Context: an optimization exercise on an open-source flow, tuned for small area, a short achievable clock period and few clock cycles per item. The choices shown serve that exercise and are no tape-out recipe.
Function was checked by simulation only, so behaviour that the tests miss may differ from the original.

==> build 22 <==
Design matrix_multiply, start of the top module:
module matrix_multiply #(
  parameter int MAX_DIM = 8,
  parameter int FRAC_BITS = 16,
  parameter int DATA_WIDTH = 32
) (
  input  logic               clk,
  input  logic               rst,
  input  logic               in_valid,
  output logic               in_ready,
  input  logic [1:0]         operation,
  input  logic [2:0]         row_index,
  input  logic [2:0]         col_index,
  input  logic signed [31:0] element_value,
  output logic               out_valid,
  input  logic               out_ready,
  output logic [2:0]         out_row,
  output logic [2:0]         out_col,
  output logic signed [31:0] product_value,
  output logic               last,
  input  logic               cfg_valid,
  output logic               cfg_ready,
  input  logic [1:0]         cfg_index,
  input  logic [3:0]         cfg_data
);
==> module mm_back, before the edit <==
module mm_back #(
  parameter int RES_DEPTH = 5
) (
  input  logic                clk,
  input  logic                rst,
  input  logic                head_valid,
  input  mm_pkg::cmd_t        head,
  input  mm_pkg::dims_t       dims,
  output logic                pop,
  output logic                out_valid,
  input  logic                out_ready,
  output logic [2:0]          out_row,
  output logic [2:0]          out_col,
  output logic signed [31:0]  product_value,
  output logic                last
);
  localparam int W = 67;
  localparam int CAP = RES_DEPTH + 1;
  localparam int CW = $clog2(CAP + 1);
  function automatic logic [2:0] last_index(input logic [3:0] v);
    if (v == 4'd0) last_index = 3'd0;
    else if (v > 4'd8) last_index = 3'd7;
    else last_index = 3'(v - 4'd1);
  endfunction
  logic [7:0][7:0][31:0] amem;   
  logic [7:0][7:0][31:0] bmem;   
  logic wr_a, wr_b;
  for (genvar r = 0; r < 8; r++) begin : g_row
    for (genvar c = 0; c < 8; c++) begin : g_col
      always_ff @(posedge clk) begin
        if (wr_a && head.row == 3'(r) && head.col == 3'(c)) amem[r][c] <= head.data;
        if (wr_b && head.row == 3'(c) && head.col == 3'(r)) bmem[c][r] <= head.data;
      end
    end
  end
  logic busy;
  logic [2:0] i, j;
  logic h;
  logic [2:0] nr_last, nk_last, nc_last;
  logic [CW-1:0] inflight;
  logic issue, el_first, el_last, el_final, start;
  logic a_block, b_block;
  logic delivered;
  assign delivered = out_valid && out_ready;
  assign el_first = !h;
  assign el_last = h || !nk_last[2];
  assign el_final = el_last && (i == nr_last) && (j == nc_last);
  assign issue = busy && (h || (inflight != CW'(CAP)));
  assign a_block = busy && (head.row >= i) && (head.row <= nr_last) && (head.col <= nk_last);
  assign b_block = busy && (head.row <= nk_last) && (head.col <= nc_last) &&
                   !((i == nr_last) && (head.col < j));
  always_comb begin
    pop = 1'b0;
    wr_a = 1'b0;
    wr_b = 1'b0;
    start = 1'b0;
    if (head_valid) begin
      unique case (head.kind)
        mm_pkg::OP_LOAD_A: begin
          pop = !a_block;
          wr_a = !a_block;
        end
        mm_pkg::OP_LOAD_B: begin
          pop = !b_block;
          wr_b = !b_block;
        end
        default: begin
          pop = !busy;
          start = !busy;
        end
      endcase
    end
  end
  always_ff @(posedge clk) begin
    if (rst) begin
      busy <= 1'b0;
      inflight <= '0;
      i <= '0;
      j <= '0;
      h <= 1'b0;
      nr_last <= '0;
      nk_last <= '0;
      nc_last <= '0;
    end else begin
      inflight <= inflight + CW'(issue && el_first) - CW'(delivered);
      if (start) begin
        busy <= 1'b1;
        nr_last <= last_index(dims.rows);
        nk_last <= last_index(dims.inner);
        nc_last <= last_index(dims.cols);
        i <= '0;
        j <= '0;
        h <= 1'b0;
      end else if (issue) begin
        if (!el_last) begin
          h <= 1'b1;
        end else begin
          h <= 1'b0;
          if (j == nc_last) begin
            j <= '0;
            i <= i + 1'b1;
            if (i == nr_last) busy <= 1'b0;
          end else begin
            j <= j + 1'b1;
          end
        end
      end
    end
  end
  logic [7:0][31:0] a_row;
  logic [31:0] a_op [4];
  logic [31:0] b_op [4];
  logic first0, last0;
  mm_pkg::res_t tag0;
  assign a_row = amem[i];
  always_ff @(posedge clk) begin
    for (int q = 0; q < 4; q++) begin
      if ({h, 2'(q)} <= nk_last) begin
        a_op[q] <= h ? a_row[4 + q] : a_row[q];
        b_op[q] <= h ? bmem[4 + q][j] : bmem[q][j];
      end else begin
        a_op[q] <= '0;
        b_op[q] <= '0;
      end
    end
    first0 <= el_first;
    last0 <= el_last;
    tag0.row <= i;
    tag0.col <= j;
    tag0.last <= el_final;
    tag0.value <= '0;
  end
  logic [W-1:0] pr [16];
  logic [W-1:0] pr1 [16];
  logic first1, last1;
  mm_pkg::res_t tag1;
  for (genvar q = 0; q < 4; q++) begin : g_mul
    mm_mul u_mul (
      .a(a_op[q]), .b(b_op[q]),
      .s0(pr[4*q]), .c0(pr[4*q+1]), .s1(pr[4*q+2]), .c1(pr[4*q+3])
    );
  end
  always_ff @(posedge clk) begin
    for (int r = 0; r < 16; r++) pr1[r] <= pr[r];
    first1 <= first0;
    last1 <= last0;
    tag1 <= tag0;
  end
  logic [W-1:0] acc_s, acc_c, nsum, ncar, acc_sm, acc_cm;
  mm_pkg::res_t tag2;
  assign acc_sm = first1 ? '0 : acc_s;
  assign acc_cm = first1 ? '0 : acc_c;
  mm_csa u_csa (
    .r0(pr1[0]), .r1(pr1[1]), .r2(pr1[2]), .r3(pr1[3]),
    .r4(pr1[4]), .r5(pr1[5]), .r6(pr1[6]), .r7(pr1[7]),
    .r8(pr1[8]), .r9(pr1[9]), .r10(pr1[10]), .r11(pr1[11]),
    .r12(pr1[12]), .r13(pr1[13]), .r14(pr1[14]), .r15(pr1[15]),
    .r16(acc_sm), .r17(acc_cm), .s(nsum), .c(ncar)
  );
  always_ff @(posedge clk) begin
    acc_s <= nsum;
    acc_c <= ncar;
    tag2 <= tag1;
  end
  logic signed [W-1:0] total;
  logic [31:0] sat;
  mm_pkg::res_t res3;
  assign total = acc_s + acc_c;
  always_comb begin
    if (total[W-1:47] == '0 || total[W-1:47] == '1) sat = total[47:16];
    else if (total[W-1]) sat = 32'h8000_0000;
    else sat = 32'h7FFF_FFFF;
  end
  always_ff @(posedge clk) begin
    res3.row <= tag2.row;
    res3.col <= tag2.col;
    res3.last <= tag2.last;
    res3.value <= sat;
  end
  logic v0, v1, v2, v3;
  always_ff @(posedge clk) begin
    if (rst) begin
      v0 <= 1'b0;
      v1 <= 1'b0;
      v2 <= 1'b0;
      v3 <= 1'b0;
    end else begin
      v0 <= issue;
      v1 <= v0;
      v2 <= v1 && last1;
      v3 <= v2;
    end
  end
  mm_pkg::res_t out_res;
  mm_queue #(.DEPTH(RES_DEPTH)) u_res (
    .clk(clk), .rst(rst), .in_valid(v3), .in_res(res3),
    .out_valid(out_valid), .out_ready(out_ready), .out_res(out_res)
  );
  assign out_row = out_res.row;
  assign out_col = out_res.col;
  assign product_value = out_res.value;
  assign last = out_res.last;
endmodule
export LEC_CHECK = 0
export CAP_MARGIN = 20
export CORE_MARGIN = 2
export CORE_UTILIZATION = 40
export SLEW_MARGIN = 20
create_clock -name core_clock -period 10.0 [get_ports {clk}]
run.sh (not shown) runs the stock make flow with config.mk's settings and CLKGATE_MAP_FILE= SYNTH_SCRIPT=/design/flow/synth_recipe.tcl, a recipe that flattens the netlist after the stock synthesis.
==> build 24: changes against build 22 <==
--- a/flow/design.v
+++ b/flow/design.v
@@ -8438,19 +8438,24 @@
       end
     end
   end
-  logic busy;
+  logic busy, run;
   logic [2:0] i, j;
   logic h;
   logic [2:0] nr_last, nk_last, nc_last;
+  logic [2:0] nr_cur, nk_cur, nc_cur;
   logic [CW-1:0] inflight;
   logic issue, el_first, el_last, el_final, start;
   logic a_block, b_block;
   logic delivered;
   assign delivered = out_valid && out_ready;
+  assign run = busy || start;
+  assign nr_cur = busy ? nr_last : last_index(dims.rows);
+  assign nk_cur = busy ? nk_last : last_index(dims.inner);
+  assign nc_cur = busy ? nc_last : last_index(dims.cols);
   assign el_first = !h;
-  assign el_last = h || !nk_last[2];
-  assign el_final = el_last && (i == nr_last) && (j == nc_last);
-  assign issue = busy && (h || (inflight != CW'(CAP)));
+  assign el_last = h || !nk_cur[2];
+  assign el_final = el_last && (i == nr_cur) && (j == nc_cur);
+  assign issue = run && (h || (inflight != CW'(CAP)));
   assign a_block = busy && (head.row >= i) && (head.row <= nr_last) && (head.col <= nk_last);
   assign b_block = busy && (head.row <= nk_last) && (head.col <= nc_last) &&
                    !((i == nr_last) && (head.col < j));
@@ -8476,6 +8481,33 @@
       endcase
     end
   end
+  logic busy_nx;
+  logic [2:0] i_nx, j_nx, nk_last_nx;
+  logic h_nx;
+  always_comb begin
+    busy_nx = run;
+    i_nx = i;
+    j_nx = j;
+    h_nx = h;
+    if (issue) begin
+      if (!el_last) begin
+        h_nx = 1'b1;
+      end else begin
+        h_nx = 1'b0;
+        if (el_final) begin
+          busy_nx = 1'b0;
+          i_nx = '0;
+          j_nx = '0;
+        end else if (j == nc_cur) begin
+          j_nx = '0;
+          i_nx = i + 1'b1;
+        end else begin
+          j_nx = j + 1'b1;
+        end
+      end
+    end
+    nk_last_nx = busy_nx ? nk_cur : last_index(dims.inner);
+  end
   always_ff @(posedge clk) begin
     if (rst) begin
       busy <= 1'b0;
@@ -8488,46 +8520,50 @@
       nc_last <= '0;
     end else begin
       inflight <= inflight + CW'(issue && el_first) - CW'(delivered);
+      busy <= busy_nx;
+      i <= i_nx;
+      j <= j_nx;
+      h <= h_nx;
       if (start) begin
-        busy <= 1'b1;
         nr_last <= last_index(dims.rows);
         nk_last <= last_index(dims.inner);
         nc_last <= last_index(dims.cols);
-        i <= '0;
-        j <= '0;
-        h <= 1'b0;
-      end else if (issue) begin
-        if (!el_last) begin
-          h <= 1'b1;
-        end else begin
-          h <= 1'b0;
-          if (j == nc_last) begin
-            j <= '0;
-            i <= i + 1'b1;
-            if (i == nr_last) busy <= 1'b0;
-          end else begin
-            j <= j + 1'b1;
-          end
-        end
       end
     end
   end
-  logic [7:0][31:0] a_row;
+  logic [15:0] asel;   
+  logic [15:0] bsel;   
+  logic [3:0] kval;    
+  logic [31:0] a_rd [4];
+  logic [31:0] b_rd [4];
   logic [31:0] a_op [4];
   logic [31:0] b_op [4];
   logic first0, last0;
   mm_pkg::res_t tag0;
-  assign a_row = amem[i];
   always_ff @(posedge clk) begin
+    for (int r = 0; r < 8; r++) begin
+      asel[2*r] <= (i_nx == 3'(r)) && !h_nx;
+      asel[2*r+1] <= (i_nx == 3'(r)) && h_nx;
+      bsel[r] <= (j_nx == 3'(r)) && !h_nx;
+      bsel[8+r] <= (j_nx == 3'(r)) && h_nx;
+    end
+    for (int q = 0; q < 4; q++) kval[q] <= ({h_nx, 2'(q)} <= nk_last_nx);
+  end
+  always_comb begin
     for (int q = 0; q < 4; q++) begin
-      if ({h, 2'(q)} <= nk_last) begin
-        a_op[q] <= h ? a_row[4 + q] : a_row[q];
-        b_op[q] <= h ? bmem[4 + q][j] : bmem[q][j];
-      end else begin
-        a_op[q] <= '0;
-        b_op[q] <= '0;
+      a_rd[q] = '0;
+      b_rd[q] = '0;
+      for (int r = 0; r < 8; r++) begin
+        a_rd[q] = a_rd[q] | ({32{asel[2*r]}} & amem[r][q]) | ({32{asel[2*r+1]}} & amem[r][4+q]);
+        b_rd[q] = b_rd[q] | ({32{bsel[r]}} & bmem[q][r]) | ({32{bsel[8+r]}} & bmem[4+q][r]);
       end
     end
+  end
+  always_ff @(posedge clk) begin
+    for (int q = 0; q < 4; q++) begin
+      a_op[q] <= a_rd[q] & {32{kval[q]}};
+      b_op[q] <= b_rd[q] & {32{kval[q]}};
+    end
     first0 <= el_first;
     last0 <= el_last;
     tag0.row <= i;
@@ -8537,7 +8573,7 @@
   end
   logic [W-1:0] pr [16];
   logic [W-1:0] pr1 [16];
-  logic first1, last1;
+  logic last1;
   mm_pkg::res_t tag1;
   for (genvar q = 0; q < 4; q++) begin : g_mul
     mm_mul u_mul (
@@ -8547,14 +8583,11 @@
   end
   always_ff @(posedge clk) begin
     for (int r = 0; r < 16; r++) pr1[r] <= pr[r];
-    first1 <= first0;
     last1 <= last0;
     tag1 <= tag0;
   end
   logic [W-1:0] acc_s, acc_c, nsum, ncar, acc_sm, acc_cm;
   mm_pkg::res_t tag2;
-  assign acc_sm = first1 ? '0 : acc_s;
-  assign acc_cm = first1 ? '0 : acc_c;
   mm_csa u_csa (
     .r0(pr1[0]), .r1(pr1[1]), .r2(pr1[2]), .r3(pr1[3]),
     .r4(pr1[4]), .r5(pr1[5]), .r6(pr1[6]), .r7(pr1[7]),
@@ -8565,22 +8598,28 @@
   always_ff @(posedge clk) begin
     acc_s <= nsum;
     acc_c <= ncar;
+    acc_sm <= first0 ? '0 : nsum;
+    acc_cm <= first0 ? '0 : ncar;
     tag2 <= tag1;
   end
-  logic signed [W-1:0] total;
+  logic [W-1:0] total;
+  logic signed [W-17:0] shifted;   
+  mm_pkg::res_t tag3;
+  assign total = acc_s + acc_c;
+  always_ff @(posedge clk) begin
+    shifted <= total[W-1:16];
+    tag3 <= tag2;
+  end
   logic [31:0] sat;
   mm_pkg::res_t res3;
-  assign total = acc_s + acc_c;
   always_comb begin
-    if (total[W-1:47] == '0 || total[W-1:47] == '1) sat = total[47:16];
-    else if (total[W-1]) sat = 32'h8000_0000;
+    if (shifted[W-17:31] == '0 || shifted[W-17:31] == '1) sat = shifted[31:0];
+    else if (shifted[W-17]) sat = 32'h8000_0000;
     else sat = 32'h7FFF_FFFF;
-  end
-  always_ff @(posedge clk) begin
-    res3.row <= tag2.row;
-    res3.col <= tag2.col;
-    res3.last <= tag2.last;
-    res3.value <= sat;
+    res3.row = tag3.row;
+    res3.col = tag3.col;
+    res3.last = tag3.last;
+    res3.value = sat;
   end
   logic v0, v1, v2, v3;
   always_ff @(posedge clk) begin
CORE_UTILIZATION = 60   (was 40)
==> notes <==
- Build 22 completed and failed the layout checks on antenna violations. Build 24 ran to the end with no violations.
- Non-clock buffer count: build 22 is lower than build 24 (52).
- Against build 24, the area after synthesis of build 22 is higher by about 1.9%.
- Against build 24, the worst setup slack of build 22 is lower by 0.82 ns.
- Between build 24 and build 22, the lower maximum frequency is in build 22 (gap about 18%, measured against build 22).
- Against build 22, the clock skew of build 24 is lower by 0.012 ns.
- Between build 24 and build 22, the lower critical path depth is in build 22 (gap 1).
==> figures <==
|  | build 24 | build 22 |
|---|---|---|
| Outcome | no timing/DRC/antenna violations | complete, but fails checks |
| Reasons for failing layout checks | - | antenna violations |
| Worst hold endpoint | u_back.tag3[35] | u_back.res3[34] |
| Detailed route wirelength on metal3 | 113.2 mm | 92.95 mm |
| Post-Route Hold Slack | 0.3255 ns | 0.3097 ns |
| Layout Utilization | 65.91% | 44.46% |
| Post-Synth XOR/XNOR Area | 0.1862% | 0.1828% |
| RePlAce Congestion | 0.9434 | 0.9625 |
| Share of synthesized area spent on multiplexers | 0.5942% | 9.417% |
| Summed area of non-filler cells in the final layout | 0.3505 sq mm | 0.3611 sq mm |
| TritonCTS buffer count | 614 | 603 |
| Reg-to-Reg Start | u_back.a_op[2][18] | u_back.j[1] |
| WL met1 | 388.2 mm | 383.8 mm |
| Count of non-CTS inverters in the layout | 4,210 | 4,177 |
Testbench counts of build 22, summed over its fixed seeds: cycles 8,287, elements 2,482.
Testbench counts of build 24, summed over its fixed seeds: cycles 8,223, elements 2,482.

-- what the ideal ports hide --
No port has a modelled driver above. Below, the same layouts with a new extraction and two added sets of constraints.
Step 1 (the two cells are an assumption about what drives the block):
set clk [get_ports {clk}]
set_driving_cell -lib_cell sky130_fd_sc_hd__clkbuf_16 $clk
set_driving_cell -lib_cell sky130_fd_sc_hd__buf_2 [delete_from_list [all_inputs] $clk]
Step 2, shift: input delay + t, output delay - t, t = (earliest + latest rising clock arrival at the registers) / 2. This alone moves slack from input paths to output paths.
Three values: ideal ports, drivers, drivers and shift; two values: the first two.
run | t, ns | setup WS [ns] | worst setup path at the end | slew at the worst register clock pin (ns) | worst data-port slew with drivers (ns)
build 22 | 1.244 | 4.653 / 4.653 / 4.653 | register to register | 0.08 / 0.08 | 0.06
build 24 | 1.230 | 5.475 / 5.475 / 4.681 | input to register | 0.07 / 0.07 | 0.14
For build 24, which loses most, drivers alone change the setup slack by 0.000 ns; drivers and shift together by -0.794 ns.
